Source: an optimization exercise on an open RTL-to-GDS flow (aim: small area, a short achievable clock period and few clock cycles per item). Production flows keep margins and buffers that such runs may drop. Only the layout flow was run in this run; the RTL was not checked for function there. Power figures rest on the tool's default switching activity, not on a simulated workload.

## config.mk

```make
export PLATFORM = sky130hd
export DESIGN_NAME = fusion_blend_v2
export DESIGN_NICKNAME = fusion_blend_v2
export VERILOG_FILES = /design/flow/design.v
export SDC_FILE = /design/flow/constraint.sdc
export NUM_CORES = 4
export LEC_CHECK = 0
export CAP_MARGIN = 20
export CORE_MARGIN = 2
export CORE_UTILIZATION = 40
export SLEW_MARGIN = 20
```

## constraint.sdc

```tcl
create_clock -name core_clock -period 5.5 [get_ports {clk}]
set_input_delay 1.1000 -clock core_clock [delete_from_list [all_inputs] [get_ports {clk}]]
set_output_delay 1.1000 -clock core_clock [all_outputs]
set_load 0.01 [all_outputs]
```

## design.v

```verilog
package fusion_pkg;
  typedef enum logic [1:0] {
    MODE_TRUNC    = 2'd0,
    MODE_ROUND    = 2'd1,
    MODE_PASS_NEW = 2'd2,
    MODE_PASS_OLD = 2'd3
  } mode_e;
  function automatic int beats_per_frame(input int image_dim, input int pixels_per_beat);
    beats_per_frame = (image_dim * image_dim) / pixels_per_beat;
  endfunction
  function automatic int cnt_width(input int n);
    cnt_width = (n > 1) ? $clog2(n) : 1;
  endfunction
endpackage
module fusion_lane
(
  input  logic       clk,
  input  logic       en,           
  input  logic       frc_one,      
  input  logic       frc_zero,     
  input  logic       c_half,       
  input  logic       c_pass,       
  input  logic [7:0] x_in,
  input  logic [7:0] y_in,
  input  logic [7:0] d_in,
  output logic [7:0] fused
);
  logic [7:0] deff;
  logic [7:0] pp0, pp1, pp2, pp3, pp4, pp5, pp6, pp7;
  logic [15:0] row_a, row_b, sum;
  logic [7:0] blend;
  logic s1, c2, s3, c4, s5, c6, s7, c8, s9, c10, s11, c12, s13, c14, s15, c16, s17, c18, s19, c20, s21, c22, s23, c24, s25, c26, s27, c28, s29, c30, s31, c32, s33, c34, s35, c36, s37, c38, s39, c40, s41, c42, s43, c44, s45, c46, s47, c48, s49, c50, s51, c52, s53, c54, s55, c56, s57, c58, s59, c60, s111, c112, s113, c114, s115, c116, s117, c118, s119, c120, s121, c122, s123, c124, s125, c126, s127, c128, s129, c130, s131, c132, s133, c134, s135, c136, s137, c138, s139, c140, s141, c142, s143, c144, s145, c146, s147, c148, s149, c150, s151, c152, s153, c154, s155, c156, s157, c158, s159, c160, s161, c162;
  logic r61, r62, r63, r64, r65, r66, r67, r68, r69, r70, r71, r72, r73, r74, r75, r76, r77, r78, r79, r80, r81, r82, r83, r84, r85, r86, r87, r88, r89, r90, r91, r92, r93, r94, r95, r96, r97, r98, r99, r100, r101, r102, r103, r104, r105, r106, r107, r108, r109, r110;
  assign deff = (d_in | {8{frc_one}}) & ~{8{frc_zero}};
  assign pp0 = deff[0] ? y_in : x_in;
  assign pp1 = deff[1] ? y_in : x_in;
  assign pp2 = deff[2] ? y_in : x_in;
  assign pp3 = deff[3] ? y_in : x_in;
  assign pp4 = deff[4] ? y_in : x_in;
  assign pp5 = deff[5] ? y_in : x_in;
  assign pp6 = deff[6] ? y_in : x_in;
  assign pp7 = deff[7] ? y_in : x_in;
  assign s1 = c_pass ^ pp0[4];
  assign c2 = c_pass & pp0[4];
  assign s3 = c_pass ^ pp0[5] ^ pp1[4];
  assign c4 = (c_pass & pp0[5]) | (c_pass & pp1[4]) | (pp0[5] & pp1[4]);
  assign s5 = pp2[3] ^ pp3[2];
  assign c6 = pp2[3] & pp3[2];
  assign s7 = c_pass ^ pp0[6] ^ pp1[5];
  assign c8 = (c_pass & pp0[6]) | (c_pass & pp1[5]) | (pp0[6] & pp1[5]);
  assign s9 = pp2[4] ^ pp3[3] ^ pp4[2];
  assign c10 = (pp2[4] & pp3[3]) | (pp2[4] & pp4[2]) | (pp3[3] & pp4[2]);
  assign s11 = pp5[1] ^ pp6[0];
  assign c12 = pp5[1] & pp6[0];
  assign s13 = c_half ^ pp0[7] ^ pp1[6];
  assign c14 = (c_half & pp0[7]) | (c_half & pp1[6]) | (pp0[7] & pp1[6]);
  assign s15 = pp2[5] ^ pp3[4] ^ pp4[3];
  assign c16 = (pp2[5] & pp3[4]) | (pp2[5] & pp4[3]) | (pp3[4] & pp4[3]);
  assign s17 = pp5[2] ^ pp6[1] ^ pp7[0];
  assign c18 = (pp5[2] & pp6[1]) | (pp5[2] & pp7[0]) | (pp6[1] & pp7[0]);
  assign s19 = pp1[7] ^ pp2[6] ^ pp3[5];
  assign c20 = (pp1[7] & pp2[6]) | (pp1[7] & pp3[5]) | (pp2[6] & pp3[5]);
  assign s21 = pp4[4] ^ pp5[3] ^ pp6[2];
  assign c22 = (pp4[4] & pp5[3]) | (pp4[4] & pp6[2]) | (pp5[3] & pp6[2]);
  assign s23 = pp2[7] ^ pp3[6] ^ pp4[5];
  assign c24 = (pp2[7] & pp3[6]) | (pp2[7] & pp4[5]) | (pp3[6] & pp4[5]);
  assign s25 = c_pass ^ pp0[2];
  assign c26 = c_pass & pp0[2];
  assign s27 = c_pass ^ pp0[3] ^ pp1[2];
  assign c28 = (c_pass & pp0[3]) | (c_pass & pp1[2]) | (pp0[3] & pp1[2]);
  assign s29 = pp2[1] ^ pp3[0];
  assign c30 = pp2[1] & pp3[0];
  assign s31 = pp1[3] ^ pp2[2] ^ pp3[1];
  assign c32 = (pp1[3] & pp2[2]) | (pp1[3] & pp3[1]) | (pp2[2] & pp3[1]);
  assign s33 = pp4[0] ^ s1;
  assign c34 = pp4[0] & s1;
  assign s35 = pp4[1] ^ pp5[0] ^ c2;
  assign c36 = (pp4[1] & pp5[0]) | (pp4[1] & c2) | (pp5[0] & c2);
  assign s37 = s5 ^ s3;
  assign c38 = s5 & s3;
  assign s39 = c6 ^ s11 ^ c4;
  assign c40 = (c6 & s11) | (c6 & c4) | (s11 & c4);
  assign s41 = s7 ^ s9;
  assign c42 = s7 & s9;
  assign s43 = c12 ^ c8 ^ c10;
  assign c44 = (c12 & c8) | (c12 & c10) | (c8 & c10);
  assign s45 = s13 ^ s15 ^ s17;
  assign c46 = (s13 & s15) | (s13 & s17) | (s15 & s17);
  assign s47 = pp7[1] ^ c14 ^ c16;
  assign c48 = (pp7[1] & c14) | (pp7[1] & c16) | (c14 & c16);
  assign s49 = c18 ^ s19 ^ s21;
  assign c50 = (c18 & s19) | (c18 & s21) | (s19 & s21);
  assign s51 = pp5[4] ^ pp6[3] ^ pp7[2];
  assign c52 = (pp5[4] & pp6[3]) | (pp5[4] & pp7[2]) | (pp6[3] & pp7[2]);
  assign s53 = c20 ^ c22 ^ s23;
  assign c54 = (c20 & c22) | (c20 & s23) | (c22 & s23);
  assign s55 = pp3[7] ^ pp4[6] ^ pp5[5];
  assign c56 = (pp3[7] & pp4[6]) | (pp3[7] & pp5[5]) | (pp4[6] & pp5[5]);
  assign s57 = pp6[4] ^ pp7[3] ^ c24;
  assign c58 = (pp6[4] & pp7[3]) | (pp6[4] & c24) | (pp7[3] & c24);
  assign s59 = pp4[7] ^ pp5[6] ^ pp6[5];
  assign c60 = (pp4[7] & pp5[6]) | (pp4[7] & pp6[5]) | (pp5[6] & pp6[5]);
  assign s111 = r63 ^ r64;
  assign c112 = r63 & r64;
  assign s113 = r66 ^ r67 ^ r68;
  assign c114 = (r66 & r67) | (r66 & r68) | (r67 & r68);
  assign s115 = r69 ^ r70 ^ r71;
  assign c116 = (r69 & r70) | (r69 & r71) | (r70 & r71);
  assign s117 = r72 ^ r73 ^ r74;
  assign c118 = (r72 & r73) | (r72 & r74) | (r73 & r74);
  assign s119 = r76 ^ r77 ^ r78;
  assign c120 = (r76 & r77) | (r76 & r78) | (r77 & r78);
  assign s121 = r80 ^ r81 ^ r82;
  assign c122 = (r80 & r81) | (r80 & r82) | (r81 & r82);
  assign s123 = r84 ^ r85 ^ r86;
  assign c124 = (r84 & r85) | (r84 & r86) | (r85 & r86);
  assign s125 = r88 ^ r89 ^ r90;
  assign c126 = (r88 & r89) | (r88 & r90) | (r89 & r90);
  assign s127 = r92 ^ r93 ^ r94;
  assign c128 = (r92 & r93) | (r92 & r94) | (r93 & r94);
  assign s129 = r96 ^ r97 ^ r98;
  assign c130 = (r96 & r97) | (r96 & r98) | (r97 & r98);
  assign s131 = r100 ^ r101 ^ r102;
  assign c132 = (r100 & r101) | (r100 & r102) | (r101 & r102);
  assign s133 = r104 ^ r105 ^ r106;
  assign c134 = (r104 & r105) | (r104 & r106) | (r105 & r106);
  assign s135 = r61 ^ r62;
  assign c136 = r61 & r62;
  assign s137 = r65 ^ s111;
  assign c138 = r65 & s111;
  assign s139 = c112 ^ s113;
  assign c140 = c112 & s113;
  assign s141 = c114 ^ s115;
  assign c142 = c114 & s115;
  assign s143 = r75 ^ c116 ^ s117;
  assign c144 = (r75 & c116) | (r75 & s117) | (c116 & s117);
  assign s145 = r79 ^ c118 ^ s119;
  assign c146 = (r79 & c118) | (r79 & s119) | (c118 & s119);
  assign s147 = r83 ^ c120 ^ s121;
  assign c148 = (r83 & c120) | (r83 & s121) | (c120 & s121);
  assign s149 = r87 ^ c122 ^ s123;
  assign c150 = (r87 & c122) | (r87 & s123) | (c122 & s123);
  assign s151 = r91 ^ c124 ^ s125;
  assign c152 = (r91 & c124) | (r91 & s125) | (c124 & s125);
  assign s153 = r95 ^ c126 ^ s127;
  assign c154 = (r95 & c126) | (r95 & s127) | (c126 & s127);
  assign s155 = r99 ^ c128 ^ s129;
  assign c156 = (r99 & c128) | (r99 & s129) | (c128 & s129);
  assign s157 = r103 ^ c130 ^ s131;
  assign c158 = (r103 & c130) | (r103 & s131) | (c130 & s131);
  assign s159 = r107 ^ c132 ^ s133;
  assign c160 = (r107 & c132) | (r107 & s133) | (c132 & s133);
  assign s161 = r108 ^ r109 ^ c134;
  assign c162 = (r108 & r109) | (r108 & c134) | (r109 & c134);
  assign row_a = {1'b0, c162, c160, c158, c156, c154, c152, c150, c148, c146, c144, c142, c140, c138, c136, s135};
  assign row_b = {1'b0, r110, s161, s159, s157, s155, s153, s151, s149, s147, s145, s143, s141, s139, s137, 1'b0};
  assign sum = row_a + row_b;
  assign blend = sum[15:8];
  always_ff @(posedge clk) begin
    if (en) begin
      r61 <= c_pass;
      r62 <= pp0[0];
      r63 <= c_pass;
      r64 <= pp0[1];
      r65 <= pp1[0];
      r66 <= s25;
      r67 <= pp1[1];
      r68 <= pp2[0];
      r69 <= c26;
      r70 <= s27;
      r71 <= s29;
      r72 <= c28;
      r73 <= c30;
      r74 <= s31;
      r75 <= s33;
      r76 <= c32;
      r77 <= c34;
      r78 <= s35;
      r79 <= s37;
      r80 <= c36;
      r81 <= c38;
      r82 <= s39;
      r83 <= s41;
      r84 <= c40;
      r85 <= c42;
      r86 <= s43;
      r87 <= s45;
      r88 <= c44;
      r89 <= c46;
      r90 <= s47;
      r91 <= s49;
      r92 <= c48;
      r93 <= c50;
      r94 <= s51;
      r95 <= s53;
      r96 <= c52;
      r97 <= c54;
      r98 <= s55;
      r99 <= s57;
      r100 <= c56;
      r101 <= c58;
      r102 <= s59;
      r103 <= pp7[4];
      r104 <= c60;
      r105 <= pp5[7];
      r106 <= pp6[6];
      r107 <= pp7[5];
      r108 <= pp6[7];
      r109 <= pp7[6];
      r110 <= pp7[7];
    end
  end
  always_ff @(posedge clk)
    if (en) fused <= blend;
endmodule
module fusion_blend_v2
#(
  parameter int PIXELS_PER_BEAT = 16,
  parameter int PIX_W           = 8,
  parameter int WGT_W           = 8,
  parameter int IMAGE_DIM       = 512
) (
  input  logic                             clk,
  input  logic                             rst,
  input  logic [1:0]                       mode,
  input  logic                             in_valid,
  output logic                             in_ready,
  input  logic [PIX_W*PIXELS_PER_BEAT-1:0] old_frame,
  input  logic [PIX_W*PIXELS_PER_BEAT-1:0] new_frame,
  input  logic [WGT_W*PIXELS_PER_BEAT-1:0] weight,
  output logic                             out_valid,
  input  logic                             out_ready,
  output logic [PIX_W*PIXELS_PER_BEAT-1:0] fused_frame,
  output logic                             out_last,
  output logic                             frame_done
);
  localparam int BPF   = fusion_pkg::beats_per_frame(IMAGE_DIM, PIXELS_PER_BEAT);
  localparam int CNT_W = fusion_pkg::cnt_width(BPF);
  localparam logic [CNT_W-1:0] LAST_IDX = CNT_W'(BPF - 1);
  localparam int NST = 2;    
  localparam bit CUT = 1;    
  localparam bit PASSMUX = 0;
  logic             en, acc, out_hs, first_beat, is_last, hold0;
  logic             mode_ok_q;
  fusion_pkg::mode_e mode_q, mode_s2_q, mode_late;
  logic [NST-1:0]   v_q, last_q;
  logic             done_q;
  logic [CNT_W-1:0] cnt_q;
  assign en     = !v_q[NST-1] || out_ready;
  assign out_hs = v_q[NST-1] && out_ready;
  assign first_beat = (cnt_q == '0);
  assign is_last    = (cnt_q == LAST_IDX);
  assign hold0    = first_beat && !mode_ok_q;
  assign in_ready = en && !hold0;
  assign acc      = in_valid && in_ready;
  always_ff @(posedge clk) begin
    if (rst) begin
      mode_ok_q <= 1'b0;
      mode_q    <= fusion_pkg::MODE_TRUNC;
      cnt_q     <= '0;
      v_q       <= '0;
      done_q    <= 1'b0;
    end else begin
      if (in_valid && hold0) begin
        mode_q    <= fusion_pkg::mode_e'(mode);
        mode_ok_q <= 1'b1;
      end
      if (acc) begin
        cnt_q <= is_last ? '0 : cnt_q + CNT_W'(1);
        if (first_beat) mode_ok_q <= 1'b0;
      end
      if (en) v_q <= NST'({v_q, in_valid && !hold0});
      done_q <= out_hs && last_q[NST-1];
    end
  end
  always_ff @(posedge clk)
    if (en) begin
      last_q    <= NST'({last_q, is_last});
      mode_s2_q <= mode_q;
    end
  assign mode_late = mode_q;
  logic frc_one, frc_zero, c_half, c_pass, sel_x, sel_y;
  assign frc_one  = !PASSMUX && (mode_q == fusion_pkg::MODE_PASS_NEW);
  assign frc_zero = !PASSMUX && (mode_q == fusion_pkg::MODE_PASS_OLD);
  assign c_half   = PASSMUX ? (mode_late == fusion_pkg::MODE_ROUND) : (mode_late != fusion_pkg::MODE_TRUNC);
  assign c_pass   = !PASSMUX && mode_late[1];
  assign sel_y    = (mode_q == fusion_pkg::MODE_PASS_NEW);
  assign sel_x    = (mode_q == fusion_pkg::MODE_PASS_OLD);
  for (genvar i = 0; i < PIXELS_PER_BEAT; i++) begin : g_lane
    fusion_lane u_lane (
      .clk      (clk),
      .en       (en),
      .frc_one  (frc_one),
      .frc_zero (frc_zero),
      .c_half   (c_half),
      .c_pass   (c_pass),
      .x_in     (old_frame[i*PIX_W +: PIX_W]),
      .y_in     (new_frame[i*PIX_W +: PIX_W]),
      .d_in     (weight[i*WGT_W +: WGT_W]),
      .fused    (fused_frame[i*PIX_W +: PIX_W])
    );
  end
  assign out_valid  = v_q[NST-1];
  assign out_last   = last_q[NST-1];
  assign frame_done = done_q;
endmodule
```

## run.sh

```bash
#!/bin/bash
# synth_recipe.tcl (not shown) runs the flow's synth.tcl, then flattens the netlist and writes it again
# the make line also repeats each setting of config.mk as NAME=value (left out here)
make -C /OpenROAD-flow-scripts/flow DESIGN_CONFIG=/design/flow/config.mk WORK_HOME=/design/flow/orfs CLKGATE_MAP_FILE= SYNTH_SCRIPT=/design/flow/synth_recipe.tcl finish
```

==> results_tabular.tex <==
\begin{tabular}{lr}
\hline
Metric & Value \\
\hline
\multicolumn{2}{l}{\textbf{Cells and area}} \\
\quad Max FFs per register & 128 \\
\quad Fin nets & 7170 \\
\quad Layout area overhead & 17.25\% \\
\quad Top reg by flops & g\_lane.u\_lane.fused \\
\quad Highest-count cells in the layout ignoring fill and taps & inv\_1, edfxtp\_1, mux2\_2 \\
\quad Post-layout instance count excluding filler cells & 8022 \\
\quad Layout cell share with drive strength beyond 1 & 0.2084 \\
\quad Most common library cell in the layout ignoring fill and taps & inv\_1 \\
\multicolumn{2}{l}{\textbf{Yosys}} \\
\quad Number of enable flip-flop cells after synthesis & 899 \\
\quad Cell type with the largest total area after synthesis & edfxtp\_1 \\
\quad Dominant cells by area after synthesis & edfxtp\_1, fa\_1, mux2\_2, ha\_1, inv\_1 \\
\quad Total of warnings raised by yosys & 2 \\
\quad Post-synthesis async set-or-reset flop share & 0 \\
\quad Mapped Avg Cell Area & 13.37 um2 \\
\quad Cell count after synthesis & 5070 \\
\quad Post-synthesis instance area & 67770 um2 \\
\quad Sequential area share after synthesis & 0.4042 \\
\quad Cell variety after synth & 72 \\
\quad \#FFs+latches synth & 919 \\
\quad Top FF cell, synth & edfxtp\_1 \\
\quad Net Count, Synth & 6550 \\
\quad Post-synth top area share & 0.3983 \\
\multicolumn{2}{l}{\textbf{Setup path}} \\
\quad Reg2Reg Setup Slack & 1.71 ns \\
\quad Reg2Reg Depth & 7 \\
\quad Endpoint of the worst register-to-register path & g\_lane[15].u\_lane.r91 \\
\quad CP required & 5.98 ns \\
\quad Cell seen most often among critical-path stages & fa\_1 \\
\quad Kind of cell with the highest combined delay on the critical path & adder cells \\
\quad Largest fanout on the critical path & 64 \\
\quad Category of the worst setup path launch point & flip-flop \\
\quad Setup Crit Path Kind & reg2reg \\
\quad Crit path arrival time & 4.26 ns \\
\quad Delay of the slowest cell on the worst path & 0.68 ns \\
\quad Cell-by-cell listing of the critical path & inv\_8 > nor2\_4 > buf\_4 > a21oi\_2 > mux2\_2 > fa\_1 > fa\_1 \\
\quad Critical-path top delay cell & a21oi\_2 \\
\quad Number of buffers and inverters on the critical path & 2 \\
\quad Worst r2r src & mode\_q[1] \\
\quad Critical Path Sink Type & flip-flop \\
\multicolumn{2}{l}{\textbf{Min path}} \\
\quad Classification of the worst-slack hold path & reg2reg \\
\quad Hold\_sp & last\_q[0] \\
\quad WHS Endpoint & last\_q[1] \\
\quad Cells on Worst Hold Path & 0 \\
\multicolumn{2}{l}{\textbf{Global route}} \\
\quad Antenna violations before repair & 34 \\
\quad Final global-route overflow total & 0 \\
\quad Vias in the first global route & 44025 \\
\quad All-Layer GR Usage & 0.1909 \\
\quad Pin count of the biggest net entering global routing & 178 \\
\quad Global-route wire length before repair & 256300 um \\
\multicolumn{2}{l}{\textbf{Detailed routing}} \\
\quad DRC viols & 0 \\
\quad Antenna violation net count after detailed routing & 0 \\
\quad Wire length reported by the detailed router & 162400 um \\
\quad Vias & 39705 \\
\quad 1st-iter DRT viols & 1928 \\
\quad Number of search-and-repair iterations in the first detailed-routing pass & 5 \\
\quad DR vias/cell & 4.950 \\
\quad Routed len/inst & 20.25 um \\
\multicolumn{2}{l}{\textbf{Power}} \\
\quad Power density normalized to cell area & 574.1 nW/um2 \\
\quad Static power due to leakage & 34.24 nW \\
\quad Final Power & 45.62 mW \\
\quad Peak supply drop & 0.0003558 V \\
\multicolumn{2}{l}{\textbf{Clock tree}} \\
\quad TritonCTS clock tree & done \\
\quad Number of buffers inserted by post-CTS setup repair & 0 \\
\quad Number of clock sinks seen by CTS & 919 \\
\quad Cell at the root of the clock tree & clkbuf\_16 \\
\quad Number of hold buffers added after CTS & 0 \\
\quad CTS Buf Count & 111 \\
\quad \# H-tree levels & 3 \\
\quad Clock latency on the worst-skew pair & 0.74 ns \\
\quad Maximum buffer depth of the clock tree & 3 \\
\quad Post-cts gate resize count & 0 \\
\quad Clock-pin slew reported for the worst setup and hold paths after clock tree synthesis & 0.06 ns \\
\multicolumn{2}{l}{\textbf{Timing}} \\
\quad Maximum frequency from static timing analysis & 264.2 MHz \\
\quad Headroom to the max-slew limit & 0.2415 \\
\quad Final count of negative-setup-slack endpoints & 0 \\
\quad Sum of negative setup slack & 0 ns \\
\quad WHS & 0.4246 ns \\
\quad Period minus WS final & 3.785 ns \\
\quad Worst setup slack after layout & 1.715 ns \\
\quad Post-route fraction of the period consumed by the critical path & 0.6882 \\
\quad Transition time at the pin with the least slew margin & 1.138 ns \\
\quad Unrepaired setup endpoints after global routing & no \\
\quad Final setup skew & 0.01942 ns \\
\quad Final Hold Violating Endpoints & 0 \\
\quad Final slew viol count & 0 \\
\multicolumn{2}{l}{\textbf{Place}} \\
\quad Count of input and output buffers & 521 \\
\quad Weighted congestion reported at the end of routability-driven placement & 0.8446 \\
\quad Cells after DPL & 7795 \\
\quad Worst setup slack after placement & 1.464 ns \\
\quad Estimated wirelength of the detail-placed design & 119900 um \\
\multicolumn{2}{l}{\textbf{Run}} \\
\quad Max-capacitance violation count & 0 \\
\multicolumn{2}{l}{\textbf{Floorplanning}} \\
\quad Rows & 151 \\
\quad Die Outline Area & 172700 um2 \\
\quad Die outline height & 415.6 um \\
\quad Effective utilization at floorplan & 0.4012 \\
\quad Core region area & 168900 um2 \\
\quad Die outline width & 415.6 um \\
\quad Number of I/O pins & 522 \\
\multicolumn{2}{l}{\textbf{Run status}} \\
\quad Run status & finished clean \\
\hline
\end{tabular}
[cell families (layout without fill, tap and decap cells)]
logic type / count (synthesis) / count (layout) / synth area share
buffers and inverters: 1246 / 1957 / 0.06980
adder cells (fa/ha/maj): 1090 / 1090 / 0.2774
multiplexers: 1027 / 1027 / 0.1670
flip-flops: 919 / 919 / 0.4042
AO/OA/AOI/OAI: 408 / 408 / 0.04721
AND/OR/NAND/NOR: 288 / 288 / 0.02238
XOR/XNOR: 92 / 92 / 0.01189
other: 0 / 23 / 0
[metrics by stage]
step | area, um2 | utilization
final | 79470 | 0.4705
after CTS | 79410 | 0.4701
after floorplan | 67790 | -
after detailed placement | 75830 | 0.4490
after global routing | 79460 | 0.4705
after global placement | 75830 | 0.4490
[layer usage]
layer  vias to the layer above  track usage  share of wire
met3                       247      0.02788          0.038
met5                         -            0              0
li1                      18476            -              -
met1                     20259       0.2388           0.42
met2                       723       0.3326           0.51
met4                         0      0.07439          0.033
[worst max path at each step]
stage,to,cells after the start,slack (ns),start
3_5_place_dp,g_lane[9].u_lane.r87,5,1.46,weight[77]
6_report,g_lane[15].u_lane.r91,7,1.71,mode_q[1]
3_3_place_gp,g_lane[9].u_lane.r87,5,1.48,weight[77]
4_1_cts,g_lane[15].u_lane.r87,7,1.65,mode_q[1]
5_1_grt,g_lane[11].u_lane.r91,7,1.54,mode_q[1]
2_1_floorplan,g_lane[0].u_lane.fused[0],2,-9.68,out_ready
[report_power, final]
part	total (mW)	leakage [nW]	switching [mW]	internal (mW)
combinational	26.1	22.7	14.4	11.7
clock	7.29	1.75	3.07	4.22
sequential	12.2	9.79	0.646	11.6
total	45.6	34.2	18.1	27.5
[layout make-up]
type / instances / area [um2]
Antenna cell: 23 / 57.56
Clock buffer: 136 / 2945
Clock inverter: 68 / 630.6
Fill cell: 15169 / 89440
Inverter: 1213 / 4564
Multi-Input combinational cell: 2905 / 35660
Sequential cell: 919 / 27400
Tap cell: 2218 / 2775
Timing Repair Buffer: 540 / 5433
[synthesized netlist by cell type, types with 3 or more instances]
cell type and number:
dfxtp_1 20, nand2_1 44, and2_1 5, a32oi_1 8
or3_1 7, a221oi_1 5, xnor2_1 51, a21oi_1 81
and3_1 5, a211oi_2 6, nor2b_1 7, a21o_1 17
a211oi_1 5, o21ai_2 9, nor4_1 3, fa_1 688
mux2i_1 195, a22o_1 5, or2_2 5, nor2_1 87
and4_1 12, o41ai_4 7, a21oi_2 135, xor2_1 41
nand3_1 20, inv_1 1213, edfxtp_1 899, a211o_1 3
o21bai_1 4, a221oi_2 3, o21a_1 12, nand2b_1 29
o21ai_1 4, nand4_1 29, ha_1 402, clkbuf_1 3
a311oi_1 3, mux2_2 832, o211a_1 5, nor3_1 21
o211ai_1 3, o21ai_0 72, buf_2 28

[what the ideal ports hide]
In the flow no input, the clock included, has a driving cell. The finished layout below was timed again as built, in two steps.
Step 1 (the two cells are an assumption about what drives the block):
set clk [get_ports {clk}]
set_driving_cell -lib_cell sky130_fd_sc_hd__clkbuf_16 $clk
set_driving_cell -lib_cell sky130_fd_sc_hd__buf_2 [delete_from_list [all_inputs] $clk]
Step 2 times the ports against the registers' clock, not the clock port: input delays grow and output delays shrink by t, the midpoint of the rising clock arrivals with the driver on.
Slacks: ideal ports / drivers / drivers and shift; pairs: ideal ports / drivers.
t, ns: 0.809
slack for setup (ns): 1.715 / 1.715 / 1.524
latest minus earliest clock arrival (ns): 0.028 / 0.029
worst data-port slew with drivers (ns): 0.18
cell pins on the clock port's net: 1
After both steps this run still meets setup and hold. For this run, drivers alone change the setup slack by 0.000 ns; drivers and shift together by -0.191 ns.
